This design comes from an exercise in tuning for small area and a short achievable clock period on the open sky130 flow, not from production work. Function was checked by simulation only, so behaviour that the tests miss may differ from the original. Power is estimated from default activity; no workload was simulated.

File: design/flow/config.mk
export PLATFORM = sky130hd
export DESIGN_NAME = lifo_sa
export DESIGN_NICKNAME = lifo_sa
export VERILOG_FILES = /design/flow/design.v
export SDC_FILE = /design/flow/constraint.sdc
export NUM_CORES = 4
export LEC_CHECK = 0
export CAP_MARGIN = 20
export CORE_MARGIN = 2
export CORE_UTILIZATION = 45
export CTS_CLUSTER_DIAMETER = 60
export CTS_CLUSTER_SIZE = 20
export SLEW_MARGIN = 20
File: design/flow/design.v
module lifo_sa #(
  parameter int DWIDTH       = 16,
  parameter int AWIDTH       = 8,
  parameter int ALMOST_FULL  = 2,
  parameter int ALMOST_EMPTY = 2,
  parameter int SHOWAHEAD    = 0    
) (
  input  logic              clk_i,
  input  logic              srst_i,
  input  logic              wrreq_i,
  input  logic [DWIDTH-1:0] data_i,
  input  logic              rdreq_i,
  output logic [DWIDTH-1:0] q_o,
  output logic              empty_o,
  output logic              almost_empty_o,
  output logic              full_o,
  output logic              almost_full_o,
  output logic [AWIDTH:0]   usedw_o
  ,
  input  logic              clr_err_i,
  output logic              ovf_o,
  output logic              udf_o
);
  localparam int DEPTH = 2**AWIDTH;
  localparam int AW1   = AWIDTH + 1;
  localparam logic [AWIDTH:0]   DEPTH_W = AW1'(DEPTH);
  localparam logic [AWIDTH:0]   AF_LVL  = AW1'(ALMOST_FULL);
  localparam logic [AWIDTH:0]   AE_LVL  = AW1'(ALMOST_EMPTY);
  localparam logic [AWIDTH:0]   ONE_W   = AW1'(1);
  logic [DWIDTH-1:0] stk_q [DEPTH];    
  logic              phase_q;
  logic [AWIDTH:0]   usedw_q, usedw_d;
  logic [DWIDTH-1:0] q_q, q_d;
  logic              empty_q, almost_empty_q, full_q, almost_full_q;
  logic              empty_d, almost_empty_d, full_d, almost_full_d;
  logic              push_ok, pop_ok, push_only, pop_only, push_pop, hold;
  logic [DWIDTH-1:0] din_enc, top_dec;
  assign push_ok   = wrreq_i & ~full_q;
  assign pop_ok    = rdreq_i & ~empty_q;
  assign push_only = push_ok & ~pop_ok;
  assign pop_only  = pop_ok & ~push_ok;
  assign push_pop  = push_ok & pop_ok;
  assign hold      = ~(push_only | pop_only);
  assign din_enc = data_i ^ {DWIDTH{phase_q}};
  assign top_dec = stk_q[0] ^ {DWIDTH{phase_q}};
  always_ff @(posedge clk_i) begin
    if (srst_i) begin
      phase_q <= 1'b0;
    end else begin
      phase_q <= ~phase_q;
    end
  end
  always_ff @(posedge clk_i) begin
    for (int i = 0; i < DEPTH; i++) begin
      stk_q[i] <= ~(({DWIDTH{hold}}      & stk_q[i])
                  | ({DWIDTH{push_only}} & ((i == 0) ? din_enc : stk_q[(i + DEPTH - 1) % DEPTH]))
                  | ({DWIDTH{pop_only}}  & ((i == DEPTH - 1) ? stk_q[i] : stk_q[(i + 1) % DEPTH])));
    end
  end
  always_comb begin
    usedw_d        = usedw_q;
    q_d            = q_q;
    empty_d        = empty_q;
    almost_empty_d = almost_empty_q;
    full_d         = full_q;
    almost_full_d  = almost_full_q;
    if (push_only) begin
      usedw_d        = usedw_q + ONE_W;
      empty_d        = 1'b0;
      almost_empty_d = (usedw_q + ONE_W <= AE_LVL);
      full_d         = (usedw_q + ONE_W == DEPTH_W);
      almost_full_d  = (usedw_q + ONE_W >= AF_LVL);
    end else if (pop_only) begin
      usedw_d        = usedw_q - ONE_W;
      q_d            = top_dec;
      empty_d        = (usedw_q == ONE_W);
      almost_empty_d = (usedw_q - ONE_W <= AE_LVL);
      full_d         = 1'b0;
      almost_full_d  = (usedw_q - ONE_W >= AF_LVL);
    end else if (push_pop) begin
      q_d            = data_i;
    end
  end
  always_ff @(posedge clk_i) begin
    if (srst_i) begin
      usedw_q        <= '0;
      q_q            <= '0;
      empty_q        <= 1'b1;
      almost_empty_q <= 1'b1;
      full_q         <= 1'b0;
      almost_full_q  <= (AF_LVL == '0);
    end else begin
      usedw_q        <= usedw_d;
      q_q            <= q_d;
      empty_q        <= empty_d;
      almost_empty_q <= almost_empty_d;
      full_q         <= full_d;
      almost_full_q  <= almost_full_d;
    end
  end
  assign q_o            = q_q;
  assign usedw_o        = usedw_q;
  assign empty_o        = empty_q;
  assign almost_empty_o = almost_empty_q;
  assign full_o         = full_q;
  assign almost_full_o  = almost_full_q;
  logic ovf_q, ovf_d, udf_q, udf_d;
  always_comb begin
    ovf_d = ovf_q;
    udf_d = udf_q;
    if (clr_err_i) begin
      ovf_d = 1'b0;
      udf_d = 1'b0;
    end
    if (wrreq_i && full_q && !pop_ok) begin
      ovf_d = 1'b1;
    end
    if (rdreq_i && empty_q) begin
      udf_d = 1'b1;
    end
  end
  always_ff @(posedge clk_i) begin
    if (srst_i) begin
      ovf_q <= 1'b0;
      udf_q <= 1'b0;
    end else begin
      ovf_q <= ovf_d;
      udf_q <= udf_d;
    end
  end
  assign ovf_o = ovf_q;
  assign udf_o = udf_q;
endmodule
File: design/flow/constraint.sdc
create_clock -name core_clock -period 4.0 [get_ports {clk_i}]
set_input_delay 0.8000 -clock core_clock [delete_from_list [all_inputs] [get_ports {clk_i}]]
set_output_delay 0.8000 -clock core_clock [all_outputs]
set_load 0.01 [all_outputs]
File: design/flow/standard.sh
#!/bin/bash
# synth_recipe.tcl (not shown) runs the flow's synth.tcl, then flattens the netlist and writes it again
# the make line also repeats each setting of config.mk as NAME=value (left out here)
make -C /OpenROAD-flow-scripts/flow DESIGN_CONFIG=/design/flow/config.mk WORK_HOME=/design/flow/orfs CLKGATE_MAP_FILE= SYNTH_SCRIPT=/design/flow/synth_recipe.tcl "${@:-finish}"
File: design/flow/flow/run.sh
#!/bin/bash
# The standard flow, with a setup slack margin only in the clock-tree step's
# timing repair (the floorplan step's repair gets none).
set -euo pipefail
bash standard.sh synth floorplan place > flow_synth_floorplan_place.log 2>&1
bash standard.sh SETUP_SLACK_MARGIN=1.8 cts > flow_cts.log 2>&1
bash standard.sh finish > flow_route_finish.log 2>&1
==> results of run 1 <==
==> worst paths after layout <==
check | cells past startpoint | to | slack, ps | startpoint
worst min register to register | 1 | stk_q[241][2] | 410 | stk_q[242][2]
worst max register to register | 6 | stk_q[62][15] | 1680 | full_q
worst min-delay path | 1 | stk_q[241][2] | 410 | stk_q[242][2]
worst max-delay path | 6 | stk_q[62][15] | 1680 | full_q
==> final cells by class <==
| type | count | area [um2] |
|---|---|---|
| antenna | 1 | 2.50 |
| clock buffer | 282 | 6530 |
| clock inverter | 49 | 721 |
| fill | 24400 | 146000 |
| inverter | 8 | 30.0 |
| multi-input combinational | 4299 | 42300 |
| sequential | 4128 | 82700 |
| tap | 3781 | 4730 |
| timing repair buffer | 359 | 5050 |
==> kinds of logic after synthesis <==
kind of cell | share of synthesized area
DFF | 0.635
and+or+nand+nor | 0.00348
xor gates and xnor gates | 0.00269
adders and majority gates | 0.000576
buffers and inverters | 0.0410
AOI/OAI and AO/OA | 0.318
==> Yosys cell counts (2+ instances only) <==
cell type / count / area, um2
nor3b_1: 2 / 15.0
nor2_1: 52 / 195
nand4_1: 3 / 18.8
nor2b_1: 2 / 12.5
ha_1: 6 / 75.1
nand2_1: 9 / 33.8
a21oi_1: 28 / 140
buf_1: 61 / 229
a32oi_1: 2 / 17.5
a22oi_1: 17 / 128
a222oi_1: 4080 / 40800
xor2_1: 20 / 175
clkbuf_8: 3 / 41.3
nor3_1: 3 / 15.0
nand3_1: 3 / 15.0
buf_6: 5 / 56.3
or3_1: 5 / 31.3
buf_2: 2 / 10.0
a211oi_1: 16 / 120
clkbuf_1: 1315 / 4940
o21ai_0: 6 / 30.0
nand2b_1: 2 / 12.5
buf_4: 2 / 15.0
inv_1: 8 / 30.0
dfxtp_1: 4128 / 82600
or2_2: 2 / 12.5
xnor2_1: 20 / 175
==> per-layer routing <==
layer | vias to the layer above | part of all wire
li1 | 43700 | -
met1 | 47700 | 0.46
met2 | 3266 | 0.46
met3 | 302 | 0.059
met4 | 0 | 0.018
met5 | - | 0
==> metrics by stage <==
step | std cells | setup WS, ps | area, um2 | hold slack (ps)
after floorplan | 9825 | 1100 | 130000 | 414
after global placement | 12500 | 507 | 134000 | 426
after detailed placement | 12500 | 479 | 134000 | 431
after CTS | 12900 | 1710 | 142000 | 401
after global routing | 12900 | 1580 | 142000 | 430
final | 12900 | 1680 | 142000 | 405
==> power by group <==
group	leakage (uW)	internal [uW]	switching (uW)
clock network	0.00355	12300	13100
registers	0.0348	55900	11400
logic	0.0108	10500	6280
==> registers in the layout (all words and copies together), names as in the netlist <==
register	count
stk_q	4096
almost_full_q	1
full_q	1
udf_q	1
phase_q	1
empty_q	1
ovf_q	1
almost_empty_q	1
usedw_q	9
q_q	16
==> worst reg2reg max path: cells and delay by family (launching register included) <==
kind            cells  cell delay [ps]
buf+inv             3             1210
flops               1              340
fa+ha+maj           1              240
simple gates        1              200
compound gates      1              170
==> repair_timing <==
action                                 4_1_cts  5_1_grt
hold buffers                                 0        0
setup buffers                               26        0
endpoints found under the hold margin        0        0
resized for setup                          255        0
setup endpoints to repair                 3901        0
==> run summary, run 1 <==
----------------------------------------------------
[GRT]
  Tot GR Track Use ... 0.153
  Fraction of met2 tracks used by global routing ... 0.255
  Largest net degree at the start of global routing ... 184
  GR Layer Usage met1 ... 0.207
  First-pass GRT wire length ... 405,000 um
  Global-route met3 utilization ... 0.0198
  Initial antenna violation count ... 1
  Layer carrying the most global-route usage ... met2
  Vias in the first global route ... 84,000
  Residual overflow from global routing ... 0

[Floorplanning]
  Area of the placeable core ... 0.288 mm2
  Horiz. Die Dim ... 542 um
  # IOs ... 52
  Row Count ... 197
  Height of the die ... 542 um
  DIE AREA ... 0.294 mm2
  Initial core utilization ... 0.452

[Outcome]
  Run status ... timing/DRC/antenna clean

[Cells and area]
  Post-Route Utilization ... 0.493
  Most frequent cells in the layout ... 4,096 x dfxtp_1, 4,080 x a222oi_1, 251 x clkbuf_16
  Layout Nets ... 9,071
  Relative area change from synthesis to final layout ... 9.10%
  Most common cell after layout, fill and taps aside ... dfxtp_1
  Share of final-layout standard cells stronger than drive strength 1 ... 0.0768

[Setup path]
  Worst Setup End Kind ... flop
  Worst-path cell chain ... nand2b_1 > inv_1 > ha_4 > buf_12 > bufbuf_16 > a222oi_1
  Top Family by Delay on Critical Path ... buffers and inverters
  Endpoint required time on the critical path ... 4720 ps
  Critical Path AT ... 3040 ps
  Startpoint class of the critical path ... flop
  Worst setup path category ... flop to flop
  Library cell contributing the largest single delay on the critical path ... bufbuf_16
  Worst stage delay on the critical path ... 550 ps
  Buf+Inv Stages, Crit Path ... 3
  Largest fanout on the critical path ... 117

[STA]
  Max-Slew Margin vs Limit ... 0.418
  Min Tclk post-route ... 2320 ps
  Total count of max-transition violations in the final report ... 0
  Fin Setup TNS ... 0 ps
  Slew of the pin with the lowest slew margin ... 873 ps
  Setup Skew ... 77.0 ps
  Highest attainable clock frequency ... 431 MHz
  Final setup vio count ... 0
  Endpoints failing hold ... 0
  RSZ-0062 raised after global routing ... false
  Final worst path period share ... 0.580

[Placed design]
  Post-DP HPWL ... 128,000 um
  Total of buffers placed on input and output ports ... 51
  Final GP Congestion ... 0.705

[Pwr]
  Reported leakage power ... 0.0492 uW
  Sum of internal, switching and leakage power ... 110,000 uW
  Highest ir drop seen on vdd ... 0.000415 V
  Power per unit of standard cell area ... 771 mW/mm2

[Drt]
  Wire length after detailed routing ... 246,000 um
  Remaining DRCs ... 0
  Via-to-Cell Ratio ... 7.36
  Drt wl/cell ... 19.1 um
  Initial DRT Pass Iterations ... 22
  Vias after detailed routing ... 94,900
  Number of nets with antenna violations after routing ... 0
  Detailed Route Iter0 Violations ... 25,000

[Clock network]
  Clock buffer count from CTS ... 248
  CTS tree ... built
  Clock latency at the later pin of the worst-skew pair ... 930 ps
  CTS Root Cell ... clkbuf_16
  Post-CTS clock slew at the launch and capture registers of the worst setup and hold paths ... 80 ps
  Bufs on Longest Clock Path ... 4
  Max H-tree Level ... 4
  Clock sinks ... 4,128

[Run]
  Max Cap Violations ... 0

[Synthesis]
  Proportion of synthesized flip-flops having asynchronous set or reset ... 0
  Top_reg_cell synth ... dfxtp_1
  Avg Cell Area, Syn ... 13.3 um2
  Yosys Warn Count ... 2
  Post-synthesis instance area ... 0.130 mm2
  Net Count, Synth ... 9,852
  Synthesized instance count ... 9,825
  Synth cell types ... 50
  Count of flip-flops with a built-in enable after synthesis ... 0
  Proportion of synthesized chip area in sequential cells ... 0.635
  Flop and latch count out of synthesis ... 4,128

[Worst hold path]
  Worst hold path class ... flop to flop

----------------------------------------------------
==> run 2: changes to the inputs <==
==> design/flow/run.sh (new file) <==
#!/bin/bash
# synth_recipe.tcl (not shown) runs the flow's synth.tcl, then flattens the netlist and writes it again
# the make line also repeats each setting of config.mk as NAME=value (left out here)
make -C /OpenROAD-flow-scripts/flow DESIGN_CONFIG=/design/flow/config.mk WORK_HOME=/design/flow/orfs CLKGATE_MAP_FILE= SYNTH_SCRIPT=/design/flow/synth_recipe.tcl finish
--- a/design/flow/config.mk
+++ b/design/flow/config.mk
@@ -8,6 +8,5 @@
 export CAP_MARGIN = 20
 export CORE_MARGIN = 2
 export CORE_UTILIZATION = 45
-export CTS_CLUSTER_DIAMETER = 60
-export CTS_CLUSTER_SIZE = 20
+export SETUP_SLACK_MARGIN = 1.3
 export SLEW_MARGIN = 20
removed: design/flow/flow/run.sh
removed: design/flow/standard.sh
==> run 2 against run 1 <==
Still clean. Clock skew fell by 39 ps. Cell area rose by 4.2%. Core utilization rose by 2.1 points. Combinational power barely moved. Critical path depth rose by 2. Cell count rose by 3.0%. Non-clock buffer count fell by 31. Register-to-register slack got worse by 250 ps. Worst hold slack improved by 25 ps. Worst setup slack got worse by 350 ps. Die area did not move. Critical path type is now input pin to flop.
==> run summary, run 2 <==
----------------------------------------------------
[Outcome]
  Run status ... timing/DRC/antenna clean

[Drt]
  Detailed Route Iter0 Violations ... 24,200
  Initial DRT Pass Iterations ... 21
  Remaining DRCs ... 0
  Number of nets with antenna violations after routing ... 0
  Drt wl/cell ... 18.5 um
  Met3 wire len ... 14,600 um
  DRT met1 WL ... 113,000 um
  Vias after detailed routing ... 95,600
  Wire length after detailed routing ... 246,000 um
  Sum of met2 wire segment lengths after detailed routing ... 114,000 um
  Highest metal layer used by the detailed router ... met4
  Via-to-Cell Ratio ... 7.19

[STA]
  Endpoints failing hold ... 0
  Highest attainable clock frequency ... 374 MHz
  Max-Slew Margin vs Limit ... 0.276
  RSZ-0062 raised after global routing ... false
  Total count of max-transition violations in the final report ... 0
  Final worst path period share ... 0.669
  Slew of the pin with the lowest slew margin ... 1090 ps
  Setup Skew ... 38.2 ps
  Final setup vio count ... 0
  Min Tclk post-route ... 2680 ps
  Fin Setup TNS ... 0 ps

[Synthesis]
  Synthesized instance count ... 9,825
  Flop and latch count out of synthesis ... 4,128
  Proportion of synthesized flip-flops having asynchronous set or reset ... 0
  Top_reg_cell synth ... dfxtp_1
  Avg Cell Area, Syn ... 13.3 um2
  Most repeated cell in the gate-level netlist after synthesis ... dfxtp_1
  Area fraction of the dominant cell type after synthesis ... 0.635
  Most used standard cells in the synthesized netlist ... 4,128 x dfxtp_1, 4,080 x a222oi_1, 1,315 x clkbuf_1, 61 x buf_1, 52 x nor2_1
  Net Count, Synth ... 9,852
  Proportion of synthesized chip area in sequential cells ... 0.635
  Ranking of synthesized cells by area ... dfxtp_1 63%, a222oi_1 31%, clkbuf_1 3.8%, buf_1 0.18%, nor2_1 0.15%
  Yosys Warn Count ... 2
  Cell type with the highest aggregate area in the netlist ... dfxtp_1
  Synth cell types ... 50
  Count of flip-flops with a built-in enable after synthesis ... 0
  Post-synthesis instance area ... 0.130 mm2

[Cells and area]
  Relative area change from synthesis to final layout ... 13.7%
  Largest registers ... stk_q: 4096 flops, q_q: 16 flops, usedw_q: 9 flops
  Flip-flop count of the largest register after layout ... 4,096
  Layout Nets ... 9,204
  Most common cell after layout, fill and taps aside ... dfxtp_1
  Most frequent cells in the layout ... 4,118 x dfxtp_1, 4,080 x a222oi_1, 420 x clkbuf_16
  Fillcell total ... 23,900
  Number of non-filler instances in the completed layout ... 13,300
  Post-Route Utilization ... 0.514
  Share of final-layout standard cells stronger than drive strength 1 ... 0.102
  Reg with most FFs ... stk_q

[Setup path]
  Worst Setup End Kind ... flop
  Critical Path AT ... 3370 ps
  Largest fanout on the critical path ... 169
  Startpoint class of the critical path ... input pin
  Worst setup path category ... input pin to flop
  Endpoint required time on the critical path ... 4690 ps

[Pwr]
  Reported leakage power ... 0.0521 uW
  Highest ir drop seen on vdd ... 0.000437 V
  Power per unit of standard cell area ... 829 mW/mm2

[Clock network]
  Clock latency at the later pin of the worst-skew pair ... 900 ps
  Clock buffer count from CTS ... 412
  Clock sinks ... 4,128
  CTS tree ... built
  Post-CTS clock slew at the launch and capture registers of the worst setup and hold paths ... 60 ps
  CTS Root Cell ... clkbuf_16
  Post-cts hold buffer count ... 0
  Bufs on Longest Clock Path ... 4
  Max H-tree Level ... 5

[Floorplanning]
  Horiz. Die Dim ... 542 um
  Row Count ... 197
  Initial core utilization ... 0.452
  Height of the die ... 542 um
  # IOs ... 52
  Area of the placeable core ... 0.288 mm2
  DIE AREA ... 0.294 mm2

[GRT]
  Initial antenna violation count ... 3
  First-pass GRT wire length ... 404,000 um
  Residual overflow from global routing ... 0
  Vias in the first global route ... 84,600
  Tot GR Track Use ... 0.151
  Largest net degree at the start of global routing ... 279

[Placed design]
  Total of buffers placed on input and output ports ... 51
  Placed cells ... 12,500
  Final GP Congestion ... 0.715
  Post-DP HPWL ... 130,000 um

[Worst hold path]
  Worst hold path class ... flop to flop

[Run]
  Max Cap Violations ... 0

----------------------------------------------------
run 2: power breakdown:
group	total, uW	switching, uW	internal [uW]	leakage (uW)
clock network	38800	15400	23400	0.00691
registers	67400	11400	56000	0.0348
logic	16600	6210	10400	0.0103
total	123000	33000	89800	0.0521
run 2: layout make-up:
class                           count  area [um2]  share of cell area
Clock inverter                    140        1770              0.0119
Clock buffer                      603       12200              0.0826
Antenna cell                        1        2.50           0.0000169
Sequential cell                  4128       82700               0.558
Inverter                            8        30.0            0.000203
Multi-Input combinational cell   4299       42300               0.286
Tap cell                         3781        4730              0.0320
Timing Repair Buffer              328        4300              0.0291
run 2: routing by layer:
metal / vias to the layer above / GRT usage
li1: 44200 / -
met1: 47700 / 0.200
met2: 3332 / 0.251
met3: 350 / 0.0246
met4: 0 / 0.0478
met5: - / 0
run 2: metrics by stage:
step	total power, uW	area, um2	hold slack, ps	worst slack, ps
after floorplan	79100	130000	414	1290
after global placement	82700	134000	425	401
after detailed placement	84500	134000	432	384
after CTS	124000	148000	430	1140
after global routing	129000	148000	453	1280
final	123000	148000	431	1320
run 2: critical path: stages:
cell and delay, ps:
clkdlybuf4s50_1 590, nand2b_1 160, inv_1 140, ha_4 280, buf_12 240, buf_4 320
buf_16 440, a222oi_1 210
run 2: kinds of logic (layout without fill, tap and decap cells):
kind of cell	Yosys count	count (layout)	synth area share
AOI/OAI and AO/OA	4160	4160	0.318
DFF	4128	4128	0.635
buffers and inverters	1398	1079	0.0410
and+or+nand+nor	93	93	0.00348
xor gates and xnor gates	40	40	0.00269
adders and majority gates	6	6	0.000576
other	0	1	0
run 2: worst paths after layout:
check           startpoint             end  slack [ps]  cells after the start
max                wrreq_i  stk_q[204][11]        1320                      8
min          stk_q[255][7]   stk_q[254][7]         430                      1
max reg2reg         full_q  stk_q[204][11]        1430                      7
min reg2reg  stk_q[255][7]   stk_q[254][7]         430                      1
run 2: timing repair:
| action | CTS | global route |
|---|---|---|
| pin swaps | 0 | 1 |
| gates resized for setup | 36 | 9 |
| gates cloned | 0 | 2 |
| setup buffers | 0 | 7 |
| endpoints found under the setup margin | 16 | 681 |

-- what the ideal ports hide --
How much do the figures lean on ideal ports? The routed layouts below were timed once more, with nothing changed but the port constraints.
Step 1 (the two cells are an assumption about what drives the block):
set clk [get_ports {clk_i}]
set_driving_cell -lib_cell sky130_fd_sc_hd__clkbuf_16 $clk
set_driving_cell -lib_cell sky130_fd_sc_hd__buf_2 [delete_from_list [all_inputs] $clk]
Step 2, shift: input delay + t, output delay - t, t = (earliest + latest rising clock arrival at the registers) / 2. This alone moves slack from input paths to output paths.
Three values: ideal, step 1, step 2; two values: the first two.
run | shift t [ns] | setup WS [ns] | worst hold slack (ns) | worst slew at a driven data input, ns
run 1 | 0.976 | 1.679 / 1.679 / 0.785 | 0.405 / 0.405 / 0.405 | 0.06
run 2 | 0.964 | 1.325 / 1.290 / 0.426 | 0.431 / 0.431 / 0.431 | 0.07
After both steps every run listed still meets setup and hold. For run 2, which loses most, drivers alone change the setup slack by -0.035 ns; drivers and shift together by -0.899 ns.
